Background: an optimization exercise with open tools, aiming at small area and a short achievable clock period. Do not read the settings as production practice. Where RTL was checked, it was by simulation tests only, not by an equivalence proof against the original.

Setup of v6:
==> flow/design.v <==
`timescale 1ns/1ps
module rvExecSlice (
    input  logic        clk,
    input  logic        rstN,
    input  logic        instValid,
    input  logic [31:0] instWord,
    input  logic [31:0] pc,
    input  logic [31:0] rs1Data,
    input  logic [31:0] rs2Data,
    output logic        resValid,
    output logic [4:0]  resRd,
    output logic        resRegWrite,
    output logic [31:0] resWbValue,
    output logic        resMemRead,
    output logic        resMemWrite,
    output logic [31:0] resMemAddr,
    output logic [1:0]  resMemSize,
    output logic        resBranchTaken,
    output logic [31:0] resNextPc,
    output logic        resHalt
);
    function automatic logic [31:0] rev32(input logic [31:0] v);
        for (int i = 0; i < 32; i++) rev32[i] = v[31-i];
    endfunction
    logic [6:0] opc0;
    logic [2:0] f30;
    logic       alt0;
    logic       isOp0, isOpI0, isLoad0, isStore0, isBr0, isJal0, isJalr0, isLui0, isAuipc0;
    logic       isAlu0, sub0, sll0;
    logic [31:0] immI0, immS0, immJ0, immU0, bSel0;
    logic [3:0] cls0;
    assign opc0     = instWord[6:0];
    assign f30      = instWord[14:12];
    assign alt0     = (instWord[31:25] == 7'h20);
    assign isOp0    = (opc0 == 7'b0110011);
    assign isOpI0   = (opc0 == 7'b0010011);
    assign isLoad0  = (opc0 == 7'b0000011);
    assign isStore0 = (opc0 == 7'b0100011);
    assign isBr0    = (opc0 == 7'b1100011);
    assign isJal0   = (opc0 == 7'b1101111);
    assign isJalr0  = (opc0 == 7'b1100111);
    assign isLui0   = (opc0 == 7'b0110111);
    assign isAuipc0 = (opc0 == 7'b0010111);
    assign isAlu0   = isOp0 | isOpI0;
    assign sub0 = isBr0 | (isAlu0 & f30[2:1] == 2'b01) | (isOp0 & f30 == 3'b000 & alt0);
    assign sll0 = isAlu0 & (f30 == 3'b001);
    assign immI0 = {{20{instWord[31]}}, instWord[31:20]};
    assign immS0 = {{20{instWord[31]}}, instWord[31:25], instWord[11:7]};
    assign immJ0 = {{12{instWord[31]}}, instWord[19:12], instWord[20], instWord[30:21], 1'b0};
    assign immU0 = {instWord[31:12], 12'b0};
    assign bSel0 = ({32{isOpI0 | isLoad0 | isJalr0}} & immI0) |
                   ({32{isStore0}} & immS0) |
                   ({32{isJal0}} & immJ0) |
                   ({32{isAuipc0}} & immU0) |
                   ({32{!(isOpI0 | isLoad0 | isJalr0 | isStore0 | isJal0 | isAuipc0)}} & rs2Data);
    logic [31:2] pc40;
    logic [11:0] bOff0;
    assign pc40  = pc[31:2] + 30'd1;
    assign bOff0 = {instWord[31], instWord[31], instWord[7], instWord[30:25], instWord[11:9]} - 12'd1;
    always_comb begin
        if      (isOp0)    cls0 = 4'd1;
        else if (isOpI0)   cls0 = 4'd2;
        else if (isLoad0)  cls0 = 4'd3;
        else if (isStore0) cls0 = 4'd4;
        else if (isBr0)    cls0 = 4'd5;
        else if (isJal0)   cls0 = 4'd6;
        else if (isJalr0)  cls0 = 4'd7;
        else if (isLui0)   cls0 = 4'd8;
        else if (isAuipc0) cls0 = 4'd9;
        else               cls0 = 4'd0;
    end
    logic        v1;
    logic [31:0] a1, b1;
    logic        sub1;
    logic [3:0]  cls1;
    logic [31:7] iw1;
    logic [31:2] pc41;
    always_ff @(posedge clk or negedge rstN)
        if (!rstN) v1 <= 1'b0;
        else       v1 <= instValid;
    always_ff @(posedge clk) begin
        a1   <= (isJal0 | isAuipc0) ? {pc[31:2], 2'b00} : sll0 ? rev32(rs1Data) : rs1Data;
        b1   <= bSel0 ^ {32{sub0}};
        sub1 <= sub0;
        cls1 <= cls0;
        iw1  <= isBr0 ? {instWord[31], bOff0, instWord[18:7]} : instWord[31:7];
        pc41 <= pc40;
    end
    logic [2:0]  f31;
    logic        alt1;
    logic        isOp1, isOpI1, isLoad1, isStore1, isBr1, isJal1, isJalr1, isLui1, isAuipc1, isAlu1;
    logic [33:0] sumC1;
    logic [31:0] sum1, x1, sh1, tgt1;
    logic        cout1, eq1, lt1, ltu1, cmp1;
    logic        fill1;
    assign f31      = iw1[14:12];
    assign alt1     = (iw1[31:25] == 7'h20);
    assign isOp1    = (cls1 == 4'd1);
    assign isOpI1   = (cls1 == 4'd2);
    assign isLoad1  = (cls1 == 4'd3);
    assign isStore1 = (cls1 == 4'd4);
    assign isBr1    = (cls1 == 4'd5);
    assign isJal1   = (cls1 == 4'd6);
    assign isJalr1  = (cls1 == 4'd7);
    assign isLui1   = (cls1 == 4'd8);
    assign isAuipc1 = (cls1 == 4'd9);
    assign isAlu1   = isOp1 | isOpI1;
    assign sumC1 = {1'b0, a1, 1'b1} + {1'b0, b1, sub1};  
    assign sum1  = sumC1[32:1];
    assign cout1 = sumC1[33];
    assign x1    = a1 ^ b1;
    assign eq1   = &x1;                                   
    assign ltu1  = ~cout1;
    assign lt1   = (a1[31] == b1[31]) ? a1[31] : sum1[31];
    assign cmp1  = (isBr1 ? f31[1] : f31[0]) ? ltu1 : lt1;
    assign fill1 = f31[2] & alt1 & a1[31];
    assign sh1   = 32'($signed({fill1, a1}) >>> {b1[4:3], 3'b000});
    assign tgt1  = {pc41 + {{18{iw1[30]}}, iw1[30:19]}, iw1[8], 1'b0};
    logic selSum1, selTgt1, selSh1, selG1, selP1, slt1;
    assign selTgt1 = isBr1;
    assign selSum1 = !(isAlu1 | isBr1) | (isAlu1 & f31 == 3'b000);
    assign selSh1  = isAlu1 & (f31[1:0] == 2'b01);
    assign slt1    = isAlu1 & (f31[2:1] == 2'b01);
    assign selG1   = isAlu1 & (f31[2:1] == 2'b11);
    assign selP1   = isAlu1 & f31[2] & ~f31[0];
    logic [31:0] alu1;
    assign alu1 = ({32{selSum1}} & sum1) |
                  ({32{selTgt1}} & tgt1) |
                  ({32{selSh1}}  & sh1) |
                  ({32{selP1}}   & x1) |
                  ({32{selG1}}   & (a1 & b1));
    logic        illegal1, regWr1;
    always_comb begin
        illegal1 = 1'b0;
        regWr1   = 1'b1;
        if (isOp1)
            illegal1 = (iw1[31:25] != 7'h00) && !(alt1 && (f31 == 3'b000 || f31 == 3'b101));
        else if (isOpI1)
            illegal1 = (f31 == 3'b001 || f31 == 3'b101) && (iw1[31:25] != 7'h00) &&
                       !(f31 == 3'b101 && alt1);
        else if (isLoad1)
            illegal1 = (f31 == 3'b011 || f31[2:1] == 2'b11);
        else if (isStore1) begin
            regWr1   = 1'b0;
            illegal1 = (f31[2] || f31[1:0] == 2'b11);
        end else if (isBr1) begin
            regWr1   = 1'b0;
            illegal1 = (f31[2:1] == 2'b01);
        end else if (!(isJal1 | isJalr1 | isLui1 | isAuipc1)) begin
            regWr1   = 1'b0;
            illegal1 = 1'b1;
        end
    end
    logic        v2;
    logic [31:0] a2;
    logic [31:2] pc42;
    logic [31:12] hi2;
    logic [4:0]  rd2;
    logic [2:0]  sh2;
    logic        fill2, sll2;
    logic        eq2, cmp2, slt2, isJ2, isJalr2, isBr2, isLui2;
    logic        memRd2, memWr2, illegal2, regWr2;
    always_ff @(posedge clk or negedge rstN)
        if (!rstN) v2 <= 1'b0;
        else       v2 <= v1;
    always_ff @(posedge clk) begin
        a2       <= alu1;
        pc42     <= pc41;
        hi2      <= iw1[31:12];
        rd2      <= iw1[11:7];
        sh2      <= selSh1 ? b1[2:0] : 3'd0;
        fill2    <= fill1;
        sll2     <= selSh1 & ~f31[2];
        eq2      <= eq1;
        cmp2     <= cmp1;
        slt2     <= slt1;
        isJ2     <= isJal1 | isJalr1;
        isJalr2  <= isJalr1;
        isBr2    <= isBr1;
        isLui2   <= isLui1;
        memRd2   <= isLoad1;
        memWr2   <= isStore1;
        illegal2 <= illegal1;
        regWr2   <= regWr1;
    end
    logic [31:0] aS2, aR2, aF2, jt2, pc4F2, npc2, wb2;
    logic        taken2, cond2, sizeHalt2, pcHalt2, halt2;
    logic [2:0]  f32;
    logic [1:0]  size2;
    assign f32 = hi2[14:12];
    assign size2 = !(memRd2 | memWr2)                        ? 2'd0 :
                   (f32[1:0] == 2'b01 && (memRd2 || !f32[2])) ? 2'd1 :
                   (f32 == 3'b010)                            ? 2'd2 : 2'd0;
    always_comb begin
        case (f32)
            3'b000:  cond2 = eq2;
            3'b001:  cond2 = ~eq2;
            3'b100, 3'b110: cond2 = cmp2;
            3'b101, 3'b111: cond2 = ~cmp2;
            default: cond2 = 1'b0;
        endcase
    end
    assign aS2    = 32'($signed({fill2, a2}) >>> sh2);
    assign aR2    = sll2 ? rev32(aS2) : aS2;
    assign aF2    = {aR2[31:1], aR2[0] | (slt2 & cmp2)};
    assign taken2 = isJ2 | (isBr2 & cond2);
    assign jt2    = {a2[31:1], a2[0] & ~isJalr2};      
    assign pc4F2  = {pc42, 2'b00};
    assign npc2   = taken2 ? jt2 : pc4F2;
    assign sizeHalt2 = (memRd2 || memWr2) &&
                       ((size2 == 2'd1 && a2[0]) || (size2 == 2'd2 && a2[1:0] != 2'b00));  
    assign pcHalt2   = taken2 && (jt2[1:0] != 2'b00);
    assign halt2     = illegal2 || sizeHalt2 || pcHalt2;
    always_comb begin
        if (memRd2)      wb2 = 32'b0;           
        else if (isJ2)   wb2 = pc4F2;           
        else if (isLui2) wb2 = {hi2, 12'b0};
        else             wb2 = aF2;
    end
    logic v3;
    always_ff @(posedge clk or negedge rstN)
        if (!rstN) v3 <= 1'b0;
        else       v3 <= v2;
    always_ff @(posedge clk) begin
        resRd          <= rd2;
        resRegWrite    <= regWr2 && !halt2;
        resWbValue     <= wb2;
        resMemRead     <= memRd2;
        resMemWrite    <= memWr2;
        resMemAddr     <= aF2;
        resMemSize     <= size2;
        resBranchTaken <= taken2;
        resNextPc      <= npc2;
        resHalt        <= halt2;
    end
    assign resValid = v3;
endmodule
clock: 5.0 ns
lec_check: 0
abc_area: 1
cap_margin: 20
core_margin: 2
core_utilization: 40
cts_buf_list: sky130_fd_sc_hd__clkbuf_16
cts_cluster_diameter: 80
cts_cluster_size: 24
setup_slack_margin: 2.8
slew_margin: 20
standard.sh (not shown) runs the stock make flow with config.mk's settings and CLKGATE_MAP_FILE= SYNTH_SCRIPT=/design/flow/synth_recipe.tcl, a recipe that flattens the netlist after the stock synthesis.
==> flow/flow/run.sh <==
#!/bin/bash
# Standard ORFS layout with these changes:
#  - input ports are buffered with buf_1, output ports with buf_2 (after global
#    placement, flow/outbuf.tcl), instead of the default delay buffer
#  - the ABC area recipe (ABC_AREA=1) is replaced by flow/abc_area.script;
#    this only changes the mapping of combinational logic, the registers are
#    those of the standard synthesis
set -e
rm -rf scripts_abc
cp -r "$FLOW_HOME/scripts" scripts_abc
cp flow/abc_area.script scripts_abc/abc_area.script
bash standard.sh SCRIPTS_DIR="$PWD/scripts_abc" \
    BUFFER_PORTS_ARGS="-inputs -buffer_cell sky130_fd_sc_hd__buf_1" \
    POST_GLOBAL_PLACE_TCL="$PWD/flow/outbuf.tcl" finish > standard.log 2>&1
==> flow/flow/abc_area.script <==
strash
dch
map -B 0.5
topo
stime -c
buffer -c
upsize -c
dnsize -c
==> flow/flow/outbuf.tcl <==
# outputs get buf_2 port buffers; the inputs got buf_1 ones before global placement
buffer_ports -outputs -buffer_cell sky130_fd_sc_hd__buf_2
estimate_parasitics -placement
v6 | stages: all done | timing, DRC, antenna: all pass
> inputs changed (v6 -> v7)
--- a/flow/design.v
+++ b/flow/design.v
@@ -51,14 +51,10 @@
     assign bSel0 = ({32{isOpI0 | isLoad0 | isJalr0}} & immI0) |
                    ({32{isStore0}} & immS0) |
                    ({32{isJal0}} & immJ0) |
                    ({32{isAuipc0}} & immU0) |
                    ({32{!(isOpI0 | isLoad0 | isJalr0 | isStore0 | isJal0 | isAuipc0)}} & rs2Data);
-    logic [31:2] pc40;
-    logic [11:0] bOff0;
-    assign pc40  = pc[31:2] + 30'd1;
-    assign bOff0 = {instWord[31], instWord[31], instWord[7], instWord[30:25], instWord[11:9]} - 12'd1;
     always_comb begin
         if      (isOp0)    cls0 = 4'd1;
         else if (isOpI0)   cls0 = 4'd2;
         else if (isLoad0)  cls0 = 4'd3;
         else if (isStore0) cls0 = 4'd4;
@@ -72,21 +68,23 @@
     logic        v1;
     logic [31:0] a1, b1;
     logic        sub1;
     logic [3:0]  cls1;
     logic [31:7] iw1;
-    logic [31:2] pc41;
+    logic [31:2] pc1;
+    logic [4:0]  sa1;
     always_ff @(posedge clk or negedge rstN)
         if (!rstN) v1 <= 1'b0;
         else       v1 <= instValid;
     always_ff @(posedge clk) begin
         a1   <= (isJal0 | isAuipc0) ? {pc[31:2], 2'b00} : sll0 ? rev32(rs1Data) : rs1Data;
         b1   <= bSel0 ^ {32{sub0}};
         sub1 <= sub0;
+        sa1  <= bSel0[4:0];    
         cls1 <= cls0;
-        iw1  <= isBr0 ? {instWord[31], bOff0, instWord[18:7]} : instWord[31:7];
-        pc41 <= pc40;
+        iw1  <= instWord[31:7];
+        pc1  <= pc[31:2];
     end
     logic [2:0]  f31;
     logic        alt1;
     logic        isOp1, isOpI1, isLoad1, isStore1, isBr1, isJal1, isJalr1, isLui1, isAuipc1, isAlu1;
     logic [33:0] sumC1;
@@ -112,12 +110,12 @@
     assign eq1   = &x1;                                   
     assign ltu1  = ~cout1;
     assign lt1   = (a1[31] == b1[31]) ? a1[31] : sum1[31];
     assign cmp1  = (isBr1 ? f31[1] : f31[0]) ? ltu1 : lt1;
     assign fill1 = f31[2] & alt1 & a1[31];
-    assign sh1   = 32'($signed({fill1, a1}) >>> {b1[4:3], 3'b000});
-    assign tgt1  = {pc41 + {{18{iw1[30]}}, iw1[30:19]}, iw1[8], 1'b0};
+    assign sh1   = 32'($signed({fill1, a1}) >>> {sa1[4:3], 3'b000});
+    assign tgt1  = {pc1, 2'b00} + {{20{iw1[31]}}, iw1[7], iw1[30:25], iw1[11:8], 1'b0};
     logic selSum1, selTgt1, selSh1, selG1, selP1, slt1;
     assign selTgt1 = isBr1;
     assign selSum1 = !(isAlu1 | isBr1) | (isAlu1 & f31 == 3'b000);
     assign selSh1  = isAlu1 & (f31[1:0] == 2'b01);
     assign slt1    = isAlu1 & (f31[2:1] == 2'b01);
@@ -163,14 +161,14 @@
     always_ff @(posedge clk or negedge rstN)
         if (!rstN) v2 <= 1'b0;
         else       v2 <= v1;
     always_ff @(posedge clk) begin
         a2       <= alu1;
-        pc42     <= pc41;
+        pc42     <= pc1 + 30'd1;
         hi2      <= iw1[31:12];
         rd2      <= iw1[11:7];
-        sh2      <= selSh1 ? b1[2:0] : 3'd0;
+        sh2      <= selSh1 ? sa1[2:0] : 3'd0;
         fill2    <= fill1;
         sll2     <= selSh1 & ~f31[2];
         eq2      <= eq1;
         cmp2     <= cmp1;
         slt2     <= slt1;
## What came out
[compare] base=v6 new=v7: core utilization fell 0.57 points; share of synthesized cell area in full adder, half adder and majority cells essentially unchanged. Wire length per cell after detailed routing in v7 is 0.73% below v6. Compared with v6, pin count of the biggest net entering global routing in v7 increased by a little under 10%. Upper clock frequency limit delta (v7 − v6): favourable. Looking at non-clock buffer count, v7 sits 7 lower than v6 does. When v7 is set beside v6, its hold slack turns out to be 0.014 ns larger. Of v6 and v7, the higher total area of multi-input combinational cells belongs to v7.
Function not checked in v6: the RTL went through the layout flow alone.

re-timing with driven ports:
No port has a modelled driver above. Below, the same layouts with a new extraction and two added sets of constraints.
Step 1 (the two cells are an assumption about what drives the block):
set clk [get_ports {clk}]
set_driving_cell -lib_cell sky130_fd_sc_hd__clkbuf_16 $clk
set_driving_cell -lib_cell sky130_fd_sc_hd__buf_2 [delete_from_list [all_inputs] $clk]
Step 2 adds t to the input delays and takes it off the output delays; t is the mean of the earliest and latest rising clock arrival at the registers after step 1. Input paths then give back, and output paths get back, about the clock's delay inside the block.
Slacks: no drivers / after step 1 / after step 2; pairs: no drivers / after step 1.
| run | shift t [ns] | setup WS [ns] | worst register clock-pin slew, ns | worst slew at a driven data input, ns | pins driven straight from the clock port |
|---|---|---|---|---|---|
| v6 | 0.611 | 2.756 / 2.756 / 2.250 | 0.10 / 0.10 | 0.10 | 1 |
| v7 | 0.619 | 2.782 / 2.782 / 2.333 | 0.09 / 0.09 | 0.04 | 1 |
After both steps every run listed still meets setup and hold. For v6, which loses most, drivers alone change the setup slack by 0.000 ns; drivers and shift together by -0.506 ns.
